This design comes from an exercise in tuning for small area, a short achievable clock period and few clock cycles per item on the open sky130 flow, not from production work. RTL that was checked went through simulation tests only; none was proved equivalent to the original.

## modular_exponentiation
module modular_exponentiation #(
  parameter int WIDTH = 62,
  parameter int R     = 2
) (
  input  wire logic                                 clk,
  input  wire logic                                 rst_n,
  input  wire logic                                 in_tvalid,
  output logic                                      in_tready,
  input  wire logic [mexp_pkg::IN_TDATA_W-1:0]      in_tdata,
  output logic                                      out_tvalid,
  input  wire logic                                 out_tready,
  output logic      [mexp_pkg::OUT_TDATA_W-1:0]     out_tdata
);
  localparam int N  = 62;
  localparam int PW = 65;            
  localparam int FW = mexp_pkg::FIELD_W;
  typedef enum logic [3:0] {
    ST_IDLE  = 4'd0,
    ST_CHECK = 4'd1,
    ST_NORM  = 4'd2,
    ST_SETUP = 4'd3,
    ST_SETUP2 = 4'd9,
    ST_STEP  = 4'd4,
    ST_CPA   = 4'd5,
    ST_FIX   = 4'd6,
    ST_SHR   = 4'd7,
    ST_EMIT  = 4'd8
  } state_t;
  localparam logic [1:0] OP_RED = 2'd0;
  localparam logic [1:0] OP_SQR = 2'd1;
  localparam logic [1:0] OP_MUL = 2'd2;
  state_t            st_r;
  logic              in_ready_r;
  logic              out_valid_r;
  logic [1:0]        op_r;
  logic              pend_mul_r;
  logic [N-1:0]      m_r;
  logic [N-1:0]      e_r;
  logic [N-1:0]      b_r;
  logic [N-1:0]      acc_r;
  logic [PW-1:0]     s_r;
  logic [PW-1:0]     c_r;
  logic [5:0]        sh_r;           
  logic [5:0]        ecnt_r;         
  logic [6:0]        idx_r;          
  logic [5:0]        ng_r;           
  logic [R-1:0]      yd_r;           
  logic [R-1:0]      yn_r;           
  logic              neg_r;
  assign in_tready  = in_ready_r;
  assign out_tvalid = out_valid_r;
  assign out_tdata  = {2'b00, acc_r};
  logic [N-1:0]      yv;
  logic [N+R-1:0]    yext;
  logic [R-1:0]      ynext;
  assign yv   = (op_r == OP_SQR) ? acc_r : b_r;
  assign yext = {yv, {R{1'b0}}};
  logic [6:0]      fidx;           
  logic [N+R-1:0]  ysh;
  assign ysh   = yext >> (fidx + 7'd1);
  assign ynext = ysh[R-1:0];
  logic [5:0] lo;
  assign lo = (op_r == OP_RED) ? 6'd0 : sh_r;
  ...
==> flow/config.mk <==
export PLATFORM = sky130hd
export DESIGN_NAME = modular_exponentiation
export DESIGN_NICKNAME = modular_exponentiation
export VERILOG_FILES = /design/flow/design.v
export SDC_FILE = /design/flow/constraint.sdc
export NUM_CORES = 4
export LEC_CHECK = 0
export CAP_MARGIN = 20
export CORE_MARGIN = 2
export CORE_UTILIZATION = 40
export SETUP_SLACK_MARGIN = 5
export SLEW_MARGIN = 20
export TNS_END_PERCENT = 5
==> flow/constraint.sdc <==
create_clock -name core_clock -period 10.0 [get_ports {clk}]
set_input_delay 2.0000 -clock core_clock [delete_from_list [all_inputs] [get_ports {clk}]]
set_output_delay 2.0000 -clock core_clock [all_outputs]
set_load 0.01 [all_outputs]
run.sh (not shown) runs the stock make flow with config.mk's settings and CLKGATE_MAP_FILE= SYNTH_SCRIPT=/design/flow/synth_recipe.tcl, a recipe that flattens the netlist after the stock synthesis.
Rerun with:
--- a/flow/design.v
+++ b/flow/design.v
@@ -189,38 +189,19 @@
     assign yx = yk[k] ? xs : '0;
     assign s1 = a ^ b2 ^ yx;
     assign c1 = {((a[PW-2:0] & b2[PW-2:0]) | (a[PW-2:0] & yx[PW-2:0]) | (b2[PW-2:0] & yx[PW-2:0])),
                  qs[k][1] | qs[k][0]};
     assign v  = qs[k][2] ? m_pos : (qs[k][1] ? m_neg1 : (qs[k][0] ? m_neg2 : '0));
     assign ss[k+1] = s1 ^ c1 ^ v;
     assign cs[k+1] = {((s1[PW-2:0] & c1[PW-2:0]) | (s1[PW-2:0] & v[PW-2:0]) | (c1[PW-2:0] & v[PW-2:0])), 1'b0};
-    if (k == 0) begin : g_first
-      logic [11:0] cq0, cq1;
-      logic [8:0]  s1y0, c1y0, s1y1, c1y1;
-      assign s1y0 = a[63:55] ^ b2[63:55];
-      assign c1y0 = a[62:54] & b2[62:54];
-      assign s1y1 = a[63:55] ^ b2[63:55] ^ xs[63:55];
-      assign c1y1 = (a[62:54] & b2[62:54]) | (a[62:54] & xs[62:54]) | (b2[62:54] & xs[62:54]);
-      for (genvar j = 0; j < 4; j++) begin : g_cand
-        logic [8:0] ns0, nc0, ns1, nc1;
-        assign ns0 = s1y0 ^ c1y0 ^ tv[j];
-        assign nc0 = {((s1y0[7:0] & c1y0[7:0]) | (s1y0[7:0] & tv[j][7:0]) | (c1y0[7:0] & tv[j][7:0])), 1'b0};
-        assign ns1 = s1y1 ^ c1y1 ^ tv[j];
-        assign nc1 = {((s1y1[7:0] & c1y1[7:0]) | (s1y1[7:0] & tv[j][7:0]) | (c1y1[7:0] & tv[j][7:0])), 1'b0};
-        assign cq0[3*j +: 3] = qsel(ns0[8:2], nc0[8:2], yk[k+1], acc_r[61:58], grp_b);
-        assign cq1[3*j +: 3] = qsel(ns1[8:2], nc1[8:2], yk[k+1], acc_r[61:58], grp_b);
-      end
-      assign cq = yk[k] ? cq1 : cq0;
-    end else begin : g_next
-      for (genvar j = 0; j < 4; j++) begin : g_cand
-        logic [8:0] ns, nc;
-        assign ns = s1[63:55] ^ c1[63:55] ^ tv[j];
-        assign nc = {((s1[62:55] & c1[62:55]) | (s1[62:55] & tv[j][7:0]) | (c1[62:55] & tv[j][7:0])), 1'b0};
-        assign cq[3*j +: 3] = qsel(ns[8:2], nc[8:2], yk[k+1], acc_r[61:58], grp_b);
-      end
+    for (genvar j = 0; j < 4; j++) begin : g_cand
+      logic [8:0] ns, nc;
+      assign ns = s1[63:55] ^ c1[63:55] ^ tv[j];
+      assign nc = {((s1[62:55] & c1[62:55]) | (s1[62:55] & tv[j][7:0]) | (c1[62:55] & tv[j][7:0])), 1'b0};
+      assign cq[3*j +: 3] = qsel(ns[8:2], nc[8:2], yk[k+1], acc_r[61:58], grp_b);
     end
     assign qs[k+1] = qs[k][2] ? cq[5:3] : (qs[k][1] ? cq[8:6] : (qs[k][0] ? cq[11:9] : cq[2:0]));
   end
   logic [2:0] qfirst;
   assign qfirst = qsel(7'd0, 7'd0, yn_r[R-1], acc_r[61:58], grp_b);
   logic [PW-1:0] fs, fc, fsum;
   mexp_bk_add #(.W(PW)) u_cpa (.a(fs), .b(fc), .s(fsum));
The changed run completed with no timing, DRC or antenna violations; cell count shrinks by a little under a tenth; clock skew is about the same; setup slack degrades by 64 ps; worst hold slack is about the same; via count came out lower by roughly a tenth; clock-buffer cell count is lower by 3; design area shrinks by a little under a tenth; global-route usage drops by 0.97 points; flip-flop and latch count is unchanged; die area decreases by a few percent; core utilization drops by 0.63 points; non-clock buffer count decreases by 90.
Testbench counts after the change, summed over its fixed seeds: cycles 601,749, items 192.
Only the layout flow was run in the first run of this note; the RTL was not checked for function there.

---

job 3848:
modular_exponentiation, a different RTL version from the one above (not shown whole).
For scale: roughly 3,900 cells after synthesis, ~440 flip-flops, about 260 I/O pins, roughly 0.039 sq mm of cells after synthesis.
Settings: LEC_CHECK=0, CAP_MARGIN=20, CORE_MARGIN=2, CORE_UTILIZATION=40, SETUP_SLACK_MARGIN=5, SLEW_MARGIN=20; clock period 10.0 ns.
### job 3848 -> job 211
--- a/flow/design.v
+++ b/flow/design.v
@@ -146,37 +146,40 @@
   assign ngrp  = ngrp8[5:0];
   assign itop  = itop8[6:0];
   assign fidx  = (st_r == ST_SETUP) ? itop : idx_r;
   logic [PW-1:0] xs;
   assign xs = {3'b000, acc_r};
   logic          grp_b;
   assign grp_b = m_r[N-2];
   logic [PW-1:0] m_pos, m_neg1, m_neg2;
   assign m_pos  = {3'b000, m_r};
   assign m_neg1 = ~{3'b000, m_r};
   assign m_neg2 = ~{2'b00, m_r, 1'b0};
+  localparam int HA = 55 - R;        
+  localparam int HW = 8 + R;
   function automatic logic [2:0] qsel(input logic [8:0] t, input logic gb);
     logic [8:0] u;
     logic       qm1, q1, q2;
     u   = t ^ 9'h100;
     qm1 = u < 9'd236;
     q2  = gb ? (u >= 9'd332) : (u >= 9'd308);
     q1  = !q2 && !qm1 && (u >= 9'd268);
     qsel = {qm1, q1, q2};
   endfunction
   function automatic logic [8:0] top9(input logic [PW-1:0] v, input int sh);
     logic [PW-1:0] w;
     w    = v << sh;
     top9 = w[64:56];
   endfunction
   logic [2:0]         q0_r, q0_n;
+  logic [HW-1:0]      h_r, h_n;
   logic [R*9-1:0]     yt_r, yt_n;
   logic [R:0][PW-1:0] ss;
   logic [R:0][PW-1:0] cs;
   logic [R:0][2:0]    qs;
   logic [R-1:0]       yk;
   logic [R:0][PW-1:0] vs;
   always_comb begin
     for (int k = 0; k < R; k++) yk[k] = yd_r[R-1-k];
     for (int k = 0; k <= R; k++) begin
       vs[k] = qs[k][2] ? m_pos : (qs[k][1] ? m_neg1 : (qs[k][0] ? m_neg2 : '0));
     end
@@ -201,30 +204,37 @@
     assign ss[k+1] = s1 ^ c1 ^ vs[k];
     assign cs[k+1] = {((s1[PW-2:0] & c1[PW-2:0]) | (s1[PW-2:0] & vs[k][PW-2:0]) | (c1[PW-2:0] & vs[k][PW-2:0])), 1'b0};
     if (k == R - 1) begin : g_last
       assign s1_last = s1;
       assign c1_last = c1;
     end
   end
   for (genvar k = 1; k <= R; k++) begin : g_q
     logic [8:0]  base;
     logic [11:0] cq;
     always_comb begin
-      base = top9(s_r, k + 1) + top9(c_r, k + 1) + yt_r[9*(k-1) +: 9];
+      base = h_r[8+R-k:R-k] + yt_r[9*(k-1) +: 9];
       for (int i = 0; i + 1 < k; i++) base = base + top9(vs[i], k - i);
     end
     for (genvar j = 0; j < 4; j++) begin : g_cand
       assign cq[3*j +: 3] = qsel(base + top9(tv[j], 1), grp_b);
     end
     assign qs[k] = qs[k-1][2] ? cq[5:3] : (qs[k-1][1] ? cq[8:6] : (qs[k-1][0] ? cq[11:9] : cq[2:0]));
   end
+  logic [4*HW-1:0] hc;
+  for (genvar j = 0; j < 4; j++) begin : g_h
+    assign hc[HW*j +: HW] = s1_last[HA+HW-1:HA] + c1_last[HA+HW-1:HA] + tv[j][HA+HW-1:HA];
+  end
+  logic [HW-1:0] h_next;
+  assign h_next = qs[R-1][2] ? hc[2*HW-1:HW] : (qs[R-1][1] ? hc[3*HW-1:2*HW] :
+                  (qs[R-1][0] ? hc[4*HW-1:3*HW] : hc[HW-1:0]));
   logic [R:0]     dn;
   logic [R*9-1:0] yt_next;
   always_comb begin
     for (int i = 0; i < R; i++) dn[i] = yn_r[R-1-i];
     dn[R] = ynext[R-1];
     for (int k = 1; k <= R; k++) begin
       yt_next[9*(k-1) +: 9] = '0;
       for (int i = 0; i <= k; i++) begin
         yt_next[9*(k-1) +: 9] = yt_next[9*(k-1) +: 9] + top9(dn[i] ? xs : '0, k - i);
       end
     end
@@ -269,22 +279,23 @@
     acc_n = acc_r;
     s_n = s_r;
     c_n = c_r;
     sh_n = sh_r;
     ecnt_n = ecnt_r;
     idx_n = idx_r;
     ng_n = ng_r;
     yd_n = yd_r;
     yn_n = yn_r;
     neg_n = neg_r;
     q0_n = q0_r;
+    h_n = h_r;
     yt_n = yt_r;
       case (st_r)
       ST_IDLE: begin
         if (in_tvalid) begin
           b_n         = in_tdata[WIDTH-1:0];
           e_n         = in_tdata[FW+WIDTH-1:FW];
           m_n         = in_tdata[2*FW+WIDTH-1:2*FW];
           acc_n       = 62'd1;
           sh_n        = '0;
           ecnt_n      = 6'd61;
           in_ready_n  = 1'b0;
@@ -324,29 +335,31 @@
         ng_n   = ngrp;
         s_n    = '0;
         c_n    = '0;
         neg_n  = 1'b0;
         st_n   = ST_SETUP2;
       end
       ST_SETUP2: begin
         yd_n   = yn_r;
         yn_n   = ynext;
         idx_n  = idx_r - 7'(R);
         q0_n   = qfirst;
+        h_n    = '0;
         yt_n   = yt_next;
         st_n   = ST_STEP;
       end
       ST_STEP: begin
         s_n    = ss[R];
         c_n    = cs[R];
         q0_n   = qs[R];
+        h_n    = h_next;
         yt_n   = yt_next;
         yd_n   = yn_r;
         yn_n   = ynext;
         idx_n  = idx_r - 7'(R);
         ng_n   = ng_r - 6'd1;
         if (ng_r == 6'd1) st_n  = ST_CPA;
       end
       ST_CPA, ST_FIX: begin
         acc_n  = fsum[N-1:0];
         if (op_r == OP_RED) b_n  = fsum[N-1:0];
         if (st_r == ST_CPA && fsum[PW-1]) begin
@@ -407,15 +420,16 @@
     acc_r <= acc_n;
     s_r <= s_n;
     c_r <= c_n;
     sh_r <= sh_n;
     ecnt_r <= ecnt_n;
     idx_r <= idx_n;
     ng_r <= ng_n;
     yd_r <= yd_n;
     yn_r <= yn_n;
     neg_r <= neg_n;
     q0_r <= q0_n;
+    h_r <= h_n;
     yt_r <= yt_n;
   end
 endmodule
 `default_nettype wire
[summary]
Job 211: wire length 0.74% above job 3848. Job 211 has synthesized cell count above what job 3848 had. Flop and latch count out of synthesis in job 211 vs job 3848: up about 2.3%. Delta(fraction of met2 tracks used by global routing, job 211 - job 3848) < 0. In the metrics for job 3848 and job 211, the one carrying the higher core utilization is job 3848. Re relative max-transition margin: job 211 is 10 points down on job 3848. Diff job 211..job 3848 | synthesized-area fraction occupied by and/or/nand/nor cells | negligible.
No functional check of the RTL was part of any run of this note.

---

Another version of the RTL of modular_exponentiation (not shown whole).
For scale: about 420 flip-flops, ~260 I/O pins.
make LEC_CHECK=0 CAP_MARGIN=20 CORE_MARGIN=2 CORE_UTILIZATION=40 SETUP_SLACK_MARGIN=5 SLEW_MARGIN=20 finish   # period 10.0 ns
The starting point completed with no timing, DRC or antenna violations.
Change:
--- a/flow/design.v
+++ b/flow/design.v
@@ -65,25 +65,25 @@
     diff = sum - {1'b0, m};
     if (sum >= {1'b0, m}) begin
       s = diff[WIDTH-1:0];
     end else begin
       s = sum[WIDTH-1:0];
     end
   end
 endmodule
 `default_nettype wire
 `default_nettype none
 module modular_exponentiation #(
   parameter int WIDTH = 62,
-  parameter int R     = 3
+  parameter int R     = 2
 ) (
   input  wire logic                                 clk,
   input  wire logic                                 rst_n,
   input  wire logic                                 in_tvalid,
   output logic                                      in_tready,
   input  wire logic [mexp_pkg::IN_TDATA_W-1:0]      in_tdata,
   output logic                                      out_tvalid,
   input  wire logic                                 out_tready,
   output logic      [mexp_pkg::OUT_TDATA_W-1:0]     out_tdata
 );
   localparam int N  = 62;
   localparam int PW = 65;            
=> Worst setup slack gains 3300 ps; cell count drops by 16%; sequential share of layout area goes up by 3.9 points; synthesized area drops by 15%; wire length shrinks by 17%; cell area fell by 15%; via count came out lower by 18%; critical path depth went down by 9; clock skew goes down by 30 ps; die area went down by 15%; first-iteration DRC count goes down by 18%; count of clock-buffer cells in the layout does not change.
Function was not checked in any run of this note: the RTL went through the layout flow alone.

-- re-timing with driven ports --
In the flow no input, the clock included, has a driving cell. The finished layouts below were timed again as built, in two steps. Step 1, drivers: a clkbuf_16 drives clk and a buf_2 each remaining input, both assumed. Step 2 times the ports against the registers' clock, not the clock port: input delays grow and output delays shrink by t, the midpoint of the rising clock arrivals with the driver on. Three values: no drivers, after step 1, after step 2; two values: the first two.
run	shift t [ns]	setup WS [ns]	latest minus earliest clock arrival (ns)	worst register clock-pin slew, ns	worst slew at a driven data input, ns
the first run of note 1	0.720	4.298 / 4.298 / 4.298	0.047 / 0.047	0.07 / 0.07	0.06
the second run of note 1	0.702	4.234 / 4.234 / 4.234	0.049 / 0.050	0.07 / 0.07	0.08
job 3848	0.732	4.490 / 4.490 / 4.490	0.030 / 0.031	0.07 / 0.07	0.06
job 211	0.713	4.551 / 4.551 / 4.551	0.040 / 0.040	0.07 / 0.07	0.08
the first run of note 3	0.749	0.468 / 0.468 / 0.468	0.052 / 0.052	0.07 / 0.07	0.07
the second run of note 3	0.722	3.765 / 3.765 / 3.765	0.022 / 0.021	0.07 / 0.07	0.06
After both steps every run listed still meets setup and hold.
